This is an optimization exercise on Yosys and OpenROAD, whose aim is small area, a short achievable clock period and few clock cycles per item, not a production implementation.
Only simulation tests tie the RTL to the original design; equivalence was not proved.
No activity file was given, so power comes from the tool's default toggle rates.

==> run a <==
Design depth_grid_zone_averager, start of the top module:
module depth_grid_zone_averager #(
	parameter int MAX_WIDTH  = dgza_pkg::DEF_MAX_WIDTH,
	parameter int MAX_HEIGHT = dgza_pkg::DEF_MAX_HEIGHT
) (
	input  wire                                   clk,
	input  wire                                   arst_n,
	input  wire                                   cfg_we,
	input  wire  [dgza_pkg::CFG_IDX_W-1:0]        cfg_index,
	input  wire  [dgza_pkg::CFG_DATA_W-1:0]       cfg_data,
	input  wire                                   in_valid,
	output logic                                  in_ready,
	input  dgza_pkg::in_t                         in_data,
	output logic                                  out_valid,
	input  wire                                   out_ready,
	output dgza_pkg::out_t                        out_data
);
Settings: LEC_CHECK=0, CAP_MARGIN=20, CORE_MARGIN=2, CORE_UTILIZATION=40, SLEW_MARGIN=20; clock period 12.0 ns.
standard.sh (not shown) runs the stock make flow with config.mk's settings and CLKGATE_MAP_FILE= SYNTH_SCRIPT=/design/flow/synth_recipe.tcl, a recipe that flattens the netlist after the stock synthesis.
==> flow/flow/run.sh <==
#!/bin/bash
# Own flow: the standard layout (standard.sh: unchanged synthesis, floorplan,
# power grid, placement, CTS and routing) with two knobs changed:
#  - a larger setup repair margin, so that the resizer works the paths down well
#    below the 12 ns clock period;
#  - buf_4 as the port buffer cell (every input and output still gets a buffer).
# The SDC, clock period and all other settings are the design's.
set -euo pipefail
bash standard.sh SETUP_SLACK_MARGIN=8 "BUFFER_PORTS_ARGS=-buffer_cell sky130_fd_sc_hd__buf_4" finish > standard_flow.log 2>&1
==> run b (differences from run a) <==
--- a/flow/design.v
+++ b/flow/design.v
@@ -174,31 +174,40 @@
 	end
 	assign rd = colrd[csel];
 	logic              b_v;
 	logic [ZONE_W-1:0] b_z;
 	logic [SUM_W-1:0]  b_old;
 	logic [MEAN_W-1:0] b_d;
 	logic              b_fe;
+	logic              c_v;         
+	logic [ZONE_W-1:0] c_z;
+	logic [SUM_W-1:0]  c_sum;
+	logic              c_fe;
 	logic [ZONE_W-1:0] a_z;
 	assign a_z = {a_row, a_col};
 	logic [MEAN_W:0]        lo_sum;
 	logic [SUM_W-MEAN_W-1:0] hi, hi_inc;
 	logic                   hi_ones, sat;
 	logic [SUM_W-1:0]       sum_new;
 	assign lo_sum  = {1'b0, b_old[MEAN_W-1:0]} + {1'b0, b_d};
 	assign hi      = b_old[SUM_W-1:MEAN_W];
 	assign hi_inc  = hi + 1'b1;
 	assign hi_ones = &hi;
 	assign sat     = lo_sum[MEAN_W] && hi_ones;
 	assign sum_new = sat ? {SUM_W{1'b1}} : {(lo_sum[MEAN_W] ? hi_inc : hi), lo_sum[MEAN_W-1:0]};
 	always_ff @(posedge clk) begin
-		b_old <= (b_v && b_z == a_z) ? sum_new : rd;
+		if (b_v && b_z == a_z) b_old <= sum_new;
+		else if (c_v && c_z == a_z) b_old <= c_sum;
+		else b_old <= rd;
 		b_d   <= a_d;
 		b_z   <= a_z;
 		b_fe  <= a_fe;
+		c_sum <= sum_new;
+		c_z   <= b_z;
+		c_fe  <= b_fe;
 	end
 	logic go, conv_step;
 	assign go        = !mbusy && !mbusy_q;
 	assign conv_step = (state_q == ST_CONV) && go && (st_q != '0);
 	logic             near_clr, near_upd, near_wr;
 	logic             first_q;     
 	logic [1:0]       near_row;
@@ -227,15 +236,15 @@
 		logic [DIVR_W+1:0] t;
 		logic [DIVR_W+2:0] d1, d2, d3;
 		assign t  = {rem_q[j], nb_q[j]};
 		assign d1 = {1'b0, t} - {3'b000, divisor};
 		assign d2 = {1'b0, t} - {2'b00, divisor, 1'b0};
 		assign d3 = {1'b0, t} - {1'b0, div3_q};
 		always_comb begin
-			if (sat_q[j] || !d3[DIVR_W+2]) begin
+			if ((sat_q[j] && st_q != STEP_W'(1)) || !d3[DIVR_W+2]) begin
 				qb[j] = 2'd3;
 				rem_nx[j] = d3[DIVR_W-1:0];
 			end else if (!d2[DIVR_W+2]) begin
 				qb[j] = 2'd2;
 				rem_nx[j] = d2[DIVR_W-1:0];
 			end else if (!d1[DIVR_W+2]) begin
 				qb[j] = 2'd1;
@@ -245,21 +254,21 @@
 				rem_nx[j] = t[DIVR_W-1:0];
 			end
 		end
 		always_ff @(posedge clk) begin
 			if (st_q == '0) begin
 				rem_q[j] <= DIVR_W'(colrd[j][SUM_W-1:QUO_W]);
 				nb_q[j]  <= colrd[j][QUO_W-1:QUO_W-2];
-				sat_q[j] <= {1'b0, colrd[j][SUM_W-1:QUO_W]} >= divisor;
 			end else begin
+				if (st_q == STEP_W'(1)) sat_q[j] <= {1'b0, rem_q[j][QUO_W-1:0]} >= divisor;
 				rem_q[j] <= rem_nx[j];
 				nb_q[j]  <= colrd[j][QUO_W-3:QUO_W-4];
 			end
 		end
-		assign wbus[j] = conv_step ? {sum_new[SUM_W-1:QUO_W], colrd[j][QUO_W-3:0], qb[j]} : sum_new;
+		assign wbus[j] = conv_step ? {c_sum[SUM_W-1:QUO_W], colrd[j][QUO_W-3:0], qb[j]} : c_sum;
 		logic [1:0] qd_q;
 		logic       lt_q, gt_q;
 		assign near_v[j] = lt_q || (!gt_q && (qd_q < tdig));
 		always_ff @(posedge clk) begin
 			qd_q <= qb[j];
 			if (near_clr) begin
 				lt_q <= 1'b0;
@@ -268,15 +277,15 @@
 				lt_q <= near_v[j];
 				gt_q <= gt_q || (!lt_q && (qd_q > tdig));
 			end
 		end
 	end
 	for (genvar z = 0; z < ZONE_COUNT; z++) begin : g_sum
 		logic we_acc, we_conv;
-		assign we_acc  = b_v && (b_z == ZONE_W'(z));
+		assign we_acc  = c_v && (c_z == ZONE_W'(z));
 		assign we_conv = conv_step && (pos_q[3:2] == 2'(z / 4));
 		always_ff @(posedge clk) begin
 			if (we_acc || we_conv) sums_q[z] <= wbus[z % 4];
 			if (near_wr && near_row == 2'(z / 4)) near_q[z] <= near_v[z % 4];
 		end
 	end
 	logic              out_valid_q;
@@ -304,33 +313,33 @@
 	assign out_valid = out_valid_q;
 	assign out_data  = out_q;
 	logic closed_d;
 	assign closed_d = (closed_q && !emit_end) || (in_acc && in_data.frame_end);
 	always_ff @(posedge clk or negedge arst_n) begin
 		if (!arst_n) begin
 			state_q     <= ST_ACC;
-			in_ready_q  <= 1'b1;
 			closed_q    <= 1'b0;
 			out_valid_q <= 1'b0;
 			a_v         <= 1'b0;
 			b_v         <= 1'b0;
+			c_v         <= 1'b0;
 			valid_q     <= '0;
 		end else begin
 			a_v        <= in_acc;
 			b_v        <= a_v;
+			c_v        <= b_v;
 			closed_q   <= closed_d;
-			in_ready_q <= !closed_d && !cfg_we;
 			for (int z = 0; z < ZONE_COUNT; z++) begin
-				if ((b_v && b_z == ZONE_W'(z)) || (conv_step && pos_q[3:2] == 2'(z / 4))) valid_q[z] <= 1'b1;
+				if ((c_v && c_z == ZONE_W'(z)) || (conv_step && pos_q[3:2] == 2'(z / 4))) valid_q[z] <= 1'b1;
 			end
 			if (ld) out_valid_q <= 1'b1;
 			else if (out_ready) out_valid_q <= 1'b0;
 			case (state_q)
 				ST_ACC: begin
-					if (b_v && b_fe) state_q <= ST_CONV;
+					if (c_v && c_fe) state_q <= ST_CONV;
 				end
 				ST_CONV: begin
 					if (go && st_q == STEP_W'(NSTEP) && pos_q[3:2] == 2'd3) state_q <= ST_EMIT;
 				end
 				ST_EMIT: begin
 					if (emit_end) begin
 						state_q <= ST_ACC;
@@ -338,14 +347,17 @@
 					end
 				end
 				default: state_q <= ST_ACC;
 			endcase
 		end
 	end
 	always_ff @(posedge clk) begin
+		in_ready_q <= !closed_d && !cfg_we;
+	end
+	always_ff @(posedge clk) begin
 		first_q <= (state_q == ST_CONV) && go && (st_q == STEP_W'(NSTEP)) && (pos_q[3:2] == 2'd3);
 		case (state_q)
 			ST_ACC: begin
 				pos_q   <= '0;
 				st_q    <= '0;
 				right_q <= 1'b0;
 				left_q  <= 1'b0;
==> flow/flow/run.sh (replaced) <==
#!/bin/bash
# Own flow: the standard layout (standard.sh: unchanged synthesis, floorplan,
# power grid, placement, CTS and routing) with two knobs changed:
#  - a larger setup repair margin, so that the resizer works the paths down well
#    below the 12 ns clock period;
#  - buf_4 as the port buffer cell (every input and output still gets a buffer).
# The SDC, clock period and all other settings are the design's.
set -euo pipefail
bash standard.sh SETUP_SLACK_MARGIN=8.5 "BUFFER_PORTS_ARGS=-buffer_cell sky130_fd_sc_hd__buf_4" finish > standard_flow.log 2>&1
==> run c (differences from run a) <==
--- a/flow/design.v
+++ b/flow/design.v
@@ -174,45 +174,56 @@
 	end
 	assign rd = colrd[csel];
 	logic              b_v;
 	logic [ZONE_W-1:0] b_z;
 	logic [SUM_W-1:0]  b_old;
 	logic [MEAN_W-1:0] b_d;
 	logic              b_fe;
+	logic              c_v;         
+	logic [ZONE_W-1:0] c_z;
+	logic [SUM_W-1:0]  c_sum;
+	logic              c_fe;
 	logic [ZONE_W-1:0] a_z;
 	assign a_z = {a_row, a_col};
 	logic [MEAN_W:0]        lo_sum;
 	logic [SUM_W-MEAN_W-1:0] hi, hi_inc;
 	logic                   hi_ones, sat;
 	logic [SUM_W-1:0]       sum_new;
 	assign lo_sum  = {1'b0, b_old[MEAN_W-1:0]} + {1'b0, b_d};
 	assign hi      = b_old[SUM_W-1:MEAN_W];
 	assign hi_inc  = hi + 1'b1;
 	assign hi_ones = &hi;
 	assign sat     = lo_sum[MEAN_W] && hi_ones;
 	assign sum_new = sat ? {SUM_W{1'b1}} : {(lo_sum[MEAN_W] ? hi_inc : hi), lo_sum[MEAN_W-1:0]};
 	always_ff @(posedge clk) begin
-		b_old <= (b_v && b_z == a_z) ? sum_new : rd;
+		if (b_v && b_z == a_z) b_old <= sum_new;
+		else if (c_v && c_z == a_z) b_old <= c_sum;
+		else b_old <= rd;
 		b_d   <= a_d;
 		b_z   <= a_z;
 		b_fe  <= a_fe;
+		c_sum <= sum_new;
+		c_z   <= b_z;
+		c_fe  <= b_fe;
 	end
 	logic go, conv_step;
 	assign go        = !mbusy && !mbusy_q;
 	assign conv_step = (state_q == ST_CONV) && go && (st_q != '0);
 	logic             near_clr, near_upd, near_wr;
 	logic             first_q;     
+	logic [1:0]       grp_q;       
+	logic [1:0]       lrow_q;      
 	logic [1:0]       near_row;
 	logic [QUO_W+1:0] thr_ext;
 	logic [1:0]       tdig;
 	assign near_clr = (state_q == ST_CONV) && go && (st_q == STEP_W'(1));
-	assign near_wr  = ((state_q == ST_CONV) && go && (st_q == '0) && (pos_q[3:2] != 2'd0))
+	assign near_wr  = ((state_q == ST_CONV) && go && (st_q == '0) && (grp_q != 2'd0))
 	               || ((state_q == ST_EMIT) && first_q);
 	assign near_upd = ((state_q == ST_CONV) && go && (st_q > STEP_W'(1))) || near_wr;
-	assign near_row = pos_q[3:2] - 2'd1;
+	assign near_row = lrow_q;
 	assign thr_ext  = {2'b00, thresh_q};
 	always_comb begin
 		tdig = thr_ext[1:0];    
 		for (int s = 2; s <= NSTEP; s++) begin
 			if (st_q == STEP_W'(s)) tdig = thr_ext[2*(NSTEP-s+2)-1 -: 2];
 		end
 	end
@@ -227,15 +238,15 @@
 		logic [DIVR_W+1:0] t;
 		logic [DIVR_W+2:0] d1, d2, d3;
 		assign t  = {rem_q[j], nb_q[j]};
 		assign d1 = {1'b0, t} - {3'b000, divisor};
 		assign d2 = {1'b0, t} - {2'b00, divisor, 1'b0};
 		assign d3 = {1'b0, t} - {1'b0, div3_q};
 		always_comb begin
-			if (sat_q[j] || !d3[DIVR_W+2]) begin
+			if ((sat_q[j] && st_q != STEP_W'(1)) || !d3[DIVR_W+2]) begin
 				qb[j] = 2'd3;
 				rem_nx[j] = d3[DIVR_W-1:0];
 			end else if (!d2[DIVR_W+2]) begin
 				qb[j] = 2'd2;
 				rem_nx[j] = d2[DIVR_W-1:0];
 			end else if (!d1[DIVR_W+2]) begin
 				qb[j] = 2'd1;
@@ -245,21 +256,21 @@
 				rem_nx[j] = t[DIVR_W-1:0];
 			end
 		end
 		always_ff @(posedge clk) begin
 			if (st_q == '0) begin
 				rem_q[j] <= DIVR_W'(colrd[j][SUM_W-1:QUO_W]);
 				nb_q[j]  <= colrd[j][QUO_W-1:QUO_W-2];
-				sat_q[j] <= {1'b0, colrd[j][SUM_W-1:QUO_W]} >= divisor;
 			end else begin
+				if (st_q == STEP_W'(1)) sat_q[j] <= {1'b0, rem_q[j][QUO_W-1:0]} >= divisor;
 				rem_q[j] <= rem_nx[j];
 				nb_q[j]  <= colrd[j][QUO_W-3:QUO_W-4];
 			end
 		end
-		assign wbus[j] = conv_step ? {sum_new[SUM_W-1:QUO_W], colrd[j][QUO_W-3:0], qb[j]} : sum_new;
+		assign wbus[j] = conv_step ? {c_sum[SUM_W-1:QUO_W], colrd[j][QUO_W-3:0], qb[j]} : c_sum;
 		logic [1:0] qd_q;
 		logic       lt_q, gt_q;
 		assign near_v[j] = lt_q || (!gt_q && (qd_q < tdig));
 		always_ff @(posedge clk) begin
 			qd_q <= qb[j];
 			if (near_clr) begin
 				lt_q <= 1'b0;
@@ -268,15 +279,15 @@
 				lt_q <= near_v[j];
 				gt_q <= gt_q || (!lt_q && (qd_q > tdig));
 			end
 		end
 	end
 	for (genvar z = 0; z < ZONE_COUNT; z++) begin : g_sum
 		logic we_acc, we_conv;
-		assign we_acc  = b_v && (b_z == ZONE_W'(z));
+		assign we_acc  = c_v && (c_z == ZONE_W'(z));
 		assign we_conv = conv_step && (pos_q[3:2] == 2'(z / 4));
 		always_ff @(posedge clk) begin
 			if (we_acc || we_conv) sums_q[z] <= wbus[z % 4];
 			if (near_wr && near_row == 2'(z / 4)) near_q[z] <= near_v[z % 4];
 		end
 	end
 	logic              out_valid_q;
@@ -290,77 +301,83 @@
 	assign ld       = (state_q == ST_EMIT) && (!out_valid_q || out_ready);
 	assign emit_end = ld && (pos_q == ZONE_W'(ZONE_COUNT - 1));
 	assign mean_rd  = rd[MEAN_W-1:0];
 	always_ff @(posedge clk) begin
 		if (ld) begin
 			out_q.zone_index       <= pos_q;
 			out_q.zone_mean        <= mean_rd;
-			out_q.zone_near        <= near_q[pos_q];
+			out_q.zone_near        <= (first_q && lrow_q == 2'd0) ? near_v[0] : near_q[pos_q];
 			out_q.steer_right_hint <= right_d;
 			out_q.steer_left_hint  <= left_d;
 			out_q.report_last      <= (pos_q == ZONE_W'(ZONE_COUNT - 1));
 		end
 	end
 	assign in_ready  = in_ready_q;
 	assign out_valid = out_valid_q;
 	assign out_data  = out_q;
 	logic closed_d;
 	assign closed_d = (closed_q && !emit_end) || (in_acc && in_data.frame_end);
 	always_ff @(posedge clk or negedge arst_n) begin
 		if (!arst_n) begin
 			state_q     <= ST_ACC;
-			in_ready_q  <= 1'b1;
 			closed_q    <= 1'b0;
 			out_valid_q <= 1'b0;
 			a_v         <= 1'b0;
 			b_v         <= 1'b0;
+			c_v         <= 1'b0;
 			valid_q     <= '0;
 		end else begin
 			a_v        <= in_acc;
 			b_v        <= a_v;
+			c_v        <= b_v;
 			closed_q   <= closed_d;
-			in_ready_q <= !closed_d && !cfg_we;
 			for (int z = 0; z < ZONE_COUNT; z++) begin
-				if ((b_v && b_z == ZONE_W'(z)) || (conv_step && pos_q[3:2] == 2'(z / 4))) valid_q[z] <= 1'b1;
+				if ((c_v && c_z == ZONE_W'(z)) || (conv_step && pos_q[3:2] == 2'(z / 4))) valid_q[z] <= 1'b1;
 			end
 			if (ld) out_valid_q <= 1'b1;
 			else if (out_ready) out_valid_q <= 1'b0;
 			case (state_q)
 				ST_ACC: begin
 					if (b_v && b_fe) state_q <= ST_CONV;
 				end
 				ST_CONV: begin
-					if (go && st_q == STEP_W'(NSTEP) && pos_q[3:2] == 2'd3) state_q <= ST_EMIT;
+					if (go && st_q == STEP_W'(NSTEP) && grp_q == 2'd3) state_q <= ST_EMIT;
 				end
 				ST_EMIT: begin
 					if (emit_end) begin
 						state_q <= ST_ACC;
 						valid_q <= '0;
 					end
 				end
 				default: state_q <= ST_ACC;
 			endcase
 		end
 	end
 	always_ff @(posedge clk) begin
-		first_q <= (state_q == ST_CONV) && go && (st_q == STEP_W'(NSTEP)) && (pos_q[3:2] == 2'd3);
+		in_ready_q <= !closed_d && !cfg_we;
+	end
+	always_ff @(posedge clk) begin
+		first_q <= (state_q == ST_CONV) && go && (st_q == STEP_W'(NSTEP)) && (grp_q == 2'd3);
 		case (state_q)
 			ST_ACC: begin
-				pos_q   <= '0;
+				pos_q   <= {b_z[3:2] + 2'd1, 2'b00};
+				grp_q   <= '0;
 				st_q    <= '0;
 				right_q <= 1'b0;
 				left_q  <= 1'b0;
 			end
 			ST_CONV: begin
 				right_q <= right_d;
 				left_q  <= left_d;
 				if (go) begin
 					if (st_q == STEP_W'(NSTEP)) begin
-						st_q  <= '0;
-						pos_q <= pos_q + ZONE_W'(4);
+						st_q   <= '0;
+						grp_q  <= grp_q + 2'd1;
+						lrow_q <= pos_q[3:2];
+						pos_q  <= (grp_q == 2'd3) ? '0 : pos_q + ZONE_W'(4);
 					end else begin
 						st_q <= st_q + STEP_W'(1);
 					end
 				end
 			end
 			ST_EMIT: begin
 				right_q <= right_d;
==> flow/flow/run.sh (replaced) <==
#!/bin/bash
# Own flow: the standard layout (standard.sh: unchanged synthesis, floorplan,
# power grid, placement, CTS and routing) with these knobs changed:
#  - a larger setup repair margin, so that the resizer works the paths down well
#    below the 12 ns clock period;
#  - buf_4 as the port buffer cell (every input and output still gets a buffer);
set -euo pipefail
bash standard.sh SETUP_SLACK_MARGIN=8.4 \
  "BUFFER_PORTS_ARGS=-buffer_cell sky130_fd_sc_hd__buf_4" \
  CTS_CLUSTER_SIZE=25 CTS_CLUSTER_DIAMETER=70 \
  finish > standard_flow.log 2>&1
==> run d (differences from run a) <==
--- a/flow/design.v
+++ b/flow/design.v
@@ -174,31 +174,40 @@
 	end
 	assign rd = colrd[csel];
 	logic              b_v;
 	logic [ZONE_W-1:0] b_z;
 	logic [SUM_W-1:0]  b_old;
 	logic [MEAN_W-1:0] b_d;
 	logic              b_fe;
+	logic              c_v;         
+	logic [ZONE_W-1:0] c_z;
+	logic [SUM_W-1:0]  c_sum;
+	logic              c_fe;
 	logic [ZONE_W-1:0] a_z;
 	assign a_z = {a_row, a_col};
 	logic [MEAN_W:0]        lo_sum;
 	logic [SUM_W-MEAN_W-1:0] hi, hi_inc;
 	logic                   hi_ones, sat;
 	logic [SUM_W-1:0]       sum_new;
 	assign lo_sum  = {1'b0, b_old[MEAN_W-1:0]} + {1'b0, b_d};
 	assign hi      = b_old[SUM_W-1:MEAN_W];
 	assign hi_inc  = hi + 1'b1;
 	assign hi_ones = &hi;
 	assign sat     = lo_sum[MEAN_W] && hi_ones;
 	assign sum_new = sat ? {SUM_W{1'b1}} : {(lo_sum[MEAN_W] ? hi_inc : hi), lo_sum[MEAN_W-1:0]};
 	always_ff @(posedge clk) begin
-		b_old <= (b_v && b_z == a_z) ? sum_new : rd;
+		if (b_v && b_z == a_z) b_old <= sum_new;
+		else if (c_v && c_z == a_z) b_old <= c_sum;
+		else b_old <= rd;
 		b_d   <= a_d;
 		b_z   <= a_z;
 		b_fe  <= a_fe;
+		c_sum <= sum_new;
+		c_z   <= b_z;
+		c_fe  <= b_fe;
 	end
 	logic go, conv_step;
 	assign go        = !mbusy && !mbusy_q;
 	assign conv_step = (state_q == ST_CONV) && go && (st_q != '0);
 	logic             near_clr, near_upd, near_wr;
 	logic             first_q;     
 	logic [1:0]       near_row;
@@ -227,15 +236,15 @@
 		logic [DIVR_W+1:0] t;
 		logic [DIVR_W+2:0] d1, d2, d3;
 		assign t  = {rem_q[j], nb_q[j]};
 		assign d1 = {1'b0, t} - {3'b000, divisor};
 		assign d2 = {1'b0, t} - {2'b00, divisor, 1'b0};
 		assign d3 = {1'b0, t} - {1'b0, div3_q};
 		always_comb begin
-			if (sat_q[j] || !d3[DIVR_W+2]) begin
+			if ((sat_q[j] && st_q != STEP_W'(1)) || !d3[DIVR_W+2]) begin
 				qb[j] = 2'd3;
 				rem_nx[j] = d3[DIVR_W-1:0];
 			end else if (!d2[DIVR_W+2]) begin
 				qb[j] = 2'd2;
 				rem_nx[j] = d2[DIVR_W-1:0];
 			end else if (!d1[DIVR_W+2]) begin
 				qb[j] = 2'd1;
@@ -245,21 +254,21 @@
 				rem_nx[j] = t[DIVR_W-1:0];
 			end
 		end
 		always_ff @(posedge clk) begin
 			if (st_q == '0) begin
 				rem_q[j] <= DIVR_W'(colrd[j][SUM_W-1:QUO_W]);
 				nb_q[j]  <= colrd[j][QUO_W-1:QUO_W-2];
-				sat_q[j] <= {1'b0, colrd[j][SUM_W-1:QUO_W]} >= divisor;
 			end else begin
+				if (st_q == STEP_W'(1)) sat_q[j] <= {1'b0, rem_q[j][QUO_W-1:0]} >= divisor;
 				rem_q[j] <= rem_nx[j];
 				nb_q[j]  <= colrd[j][QUO_W-3:QUO_W-4];
 			end
 		end
-		assign wbus[j] = conv_step ? {sum_new[SUM_W-1:QUO_W], colrd[j][QUO_W-3:0], qb[j]} : sum_new;
+		assign wbus[j] = conv_step ? {c_sum[SUM_W-1:QUO_W], colrd[j][QUO_W-3:0], qb[j]} : c_sum;
 		logic [1:0] qd_q;
 		logic       lt_q, gt_q;
 		assign near_v[j] = lt_q || (!gt_q && (qd_q < tdig));
 		always_ff @(posedge clk) begin
 			qd_q <= qb[j];
 			if (near_clr) begin
 				lt_q <= 1'b0;
@@ -268,15 +277,15 @@
 				lt_q <= near_v[j];
 				gt_q <= gt_q || (!lt_q && (qd_q > tdig));
 			end
 		end
 	end
 	for (genvar z = 0; z < ZONE_COUNT; z++) begin : g_sum
 		logic we_acc, we_conv;
-		assign we_acc  = b_v && (b_z == ZONE_W'(z));
+		assign we_acc  = c_v && (c_z == ZONE_W'(z));
 		assign we_conv = conv_step && (pos_q[3:2] == 2'(z / 4));
 		always_ff @(posedge clk) begin
 			if (we_acc || we_conv) sums_q[z] <= wbus[z % 4];
 			if (near_wr && near_row == 2'(z / 4)) near_q[z] <= near_v[z % 4];
 		end
 	end
 	logic              out_valid_q;
@@ -304,33 +313,33 @@
 	assign out_valid = out_valid_q;
 	assign out_data  = out_q;
 	logic closed_d;
 	assign closed_d = (closed_q && !emit_end) || (in_acc && in_data.frame_end);
 	always_ff @(posedge clk or negedge arst_n) begin
 		if (!arst_n) begin
 			state_q     <= ST_ACC;
-			in_ready_q  <= 1'b1;
 			closed_q    <= 1'b0;
 			out_valid_q <= 1'b0;
 			a_v         <= 1'b0;
 			b_v         <= 1'b0;
+			c_v         <= 1'b0;
 			valid_q     <= '0;
 		end else begin
 			a_v        <= in_acc;
 			b_v        <= a_v;
+			c_v        <= b_v;
 			closed_q   <= closed_d;
-			in_ready_q <= !closed_d && !cfg_we;
 			for (int z = 0; z < ZONE_COUNT; z++) begin
-				if ((b_v && b_z == ZONE_W'(z)) || (conv_step && pos_q[3:2] == 2'(z / 4))) valid_q[z] <= 1'b1;
+				if ((c_v && c_z == ZONE_W'(z)) || (conv_step && pos_q[3:2] == 2'(z / 4))) valid_q[z] <= 1'b1;
 			end
 			if (ld) out_valid_q <= 1'b1;
 			else if (out_ready) out_valid_q <= 1'b0;
 			case (state_q)
 				ST_ACC: begin
-					if (b_v && b_fe) state_q <= ST_CONV;
+					if (c_v && c_fe) state_q <= ST_CONV;
 				end
 				ST_CONV: begin
 					if (go && st_q == STEP_W'(NSTEP) && pos_q[3:2] == 2'd3) state_q <= ST_EMIT;
 				end
 				ST_EMIT: begin
 					if (emit_end) begin
 						state_q <= ST_ACC;
@@ -338,14 +347,17 @@
 					end
 				end
 				default: state_q <= ST_ACC;
 			endcase
 		end
 	end
 	always_ff @(posedge clk) begin
+		in_ready_q <= !closed_d && !cfg_we;
+	end
+	always_ff @(posedge clk) begin
 		first_q <= (state_q == ST_CONV) && go && (st_q == STEP_W'(NSTEP)) && (pos_q[3:2] == 2'd3);
 		case (state_q)
 			ST_ACC: begin
 				pos_q   <= '0;
 				st_q    <= '0;
 				right_q <= 1'b0;
 				left_q  <= 1'b0;
==> flow/flow/run.sh (replaced) <==
#!/bin/bash
# Own flow: the standard layout (standard.sh: unchanged synthesis, floorplan,
# power grid, placement, CTS and routing) with these knobs changed:
#  - a larger setup repair margin, so that the resizer works the paths down well
#    below the 12 ns clock period;
#  - buf_4 as the port buffer cell (every input and output still gets a buffer);
set -euo pipefail
bash standard.sh SETUP_SLACK_MARGIN=8.4 \
  "BUFFER_PORTS_ARGS=-buffer_cell sky130_fd_sc_hd__buf_4" \
  CTS_CLUSTER_SIZE=25 CTS_CLUSTER_DIAMETER=70 \
  finish > standard_flow.log 2>&1
==> qor summary <==
quantity                                                               run c                    run a           run d             run b
Hold Path End                                                 b_d[5]$_DFF_P_           b_d[4]$_DFF_P_  b_d[6]$_DFF_P_    b_d[4]$_DFF_P_
Inserted Clock Buffers                                                    57                       93              59               100
Proportion of total power due to net switching                         0.465                    0.440           0.468             0.451
Repair and plain buffers                                                 205                      241             221               247
End point of the critical path                                  out_data[12]  sums_q[0][14]$_DFFE_PP_     out_data[5]  a_row[0]$_DFF_P_
Transition at the pin with the smallest max-transition slack         1090 ps                  1070 ps         1040 ps           1120 ps
Number of H-tree levels                                                    2                        3               2                 3
Unique cell type count in the Yosys netlist                              105                       80              98                98
Floorplan die width                                                   360 µm                   351 µm          358 µm            358 µm
Area of all sequential standard cells                             24,800 µm²               23,900 µm²      24,700 µm²        24,700 µm²
Time the worst path needs with I/O delays and setup                  3740 ps                  3880 ps         3690 ps           3790 ps
Area fraction of clock buffers and clock inverters                    0.0350                   0.0548          0.0377            0.0592
Outcome                                     no timing/DRC/antenna violations  no timing/DRC/antenna violations  no timing/DRC/antenna violations  no timing/DRC/antenna violations
Max Fanout on Critical Path                                                1                       26               1                 3
Ratio of routed vias to standard cells                                  5.92                     5.71            5.93              5.88
Testbench counts of run a, summed over its fixed seeds: cycles 17,445, frames 96.
Testbench counts of run b, summed over its fixed seeds: cycles 17,541, frames 96.
Testbench counts of run c, summed over its fixed seeds: cycles 17,445, frames 96.
Testbench counts of run d, summed over its fixed seeds: cycles 17,541, frames 96.

-- re-timing with driven ports --
How much do the figures lean on ideal ports? The routed layouts below were timed once more, with nothing changed but the port constraints.
Step 1: set_driving_cell puts a clkbuf_16 on clk and a buf_2 on each other input, an assumption about the parent block.
Step 2 moves the port delays by t, midway between the first and last clock arrival at a register: inputs arrive t later, outputs are due t later. That takes back most of the time a late clock gives input paths.
a / b / c = ideal ports / drivers / drivers and shift; a / b = the first two.
run	shift t [ns]	slack for setup (ns)	worst setup path at the end	worst register clock-pin slew, ns	cell pins on the clock port's net
run a	0.748	8.122 / 8.122 / 7.514	input to register	0.07 / 0.07	1
run b	0.774	8.210 / 8.250 / 7.476	input to register	0.07 / 0.07	1
run c	0.790	8.263 / 8.187 / 7.715	input to register	0.10 / 0.10	1
run d	0.787	8.313 / 8.233 / 7.654	input to register	0.10 / 0.10	1
After both steps setup and hold are still met in every run listed. For run b, which loses most, drivers alone change the setup slack by +0.040 ns; drivers and shift together by -0.734 ns.
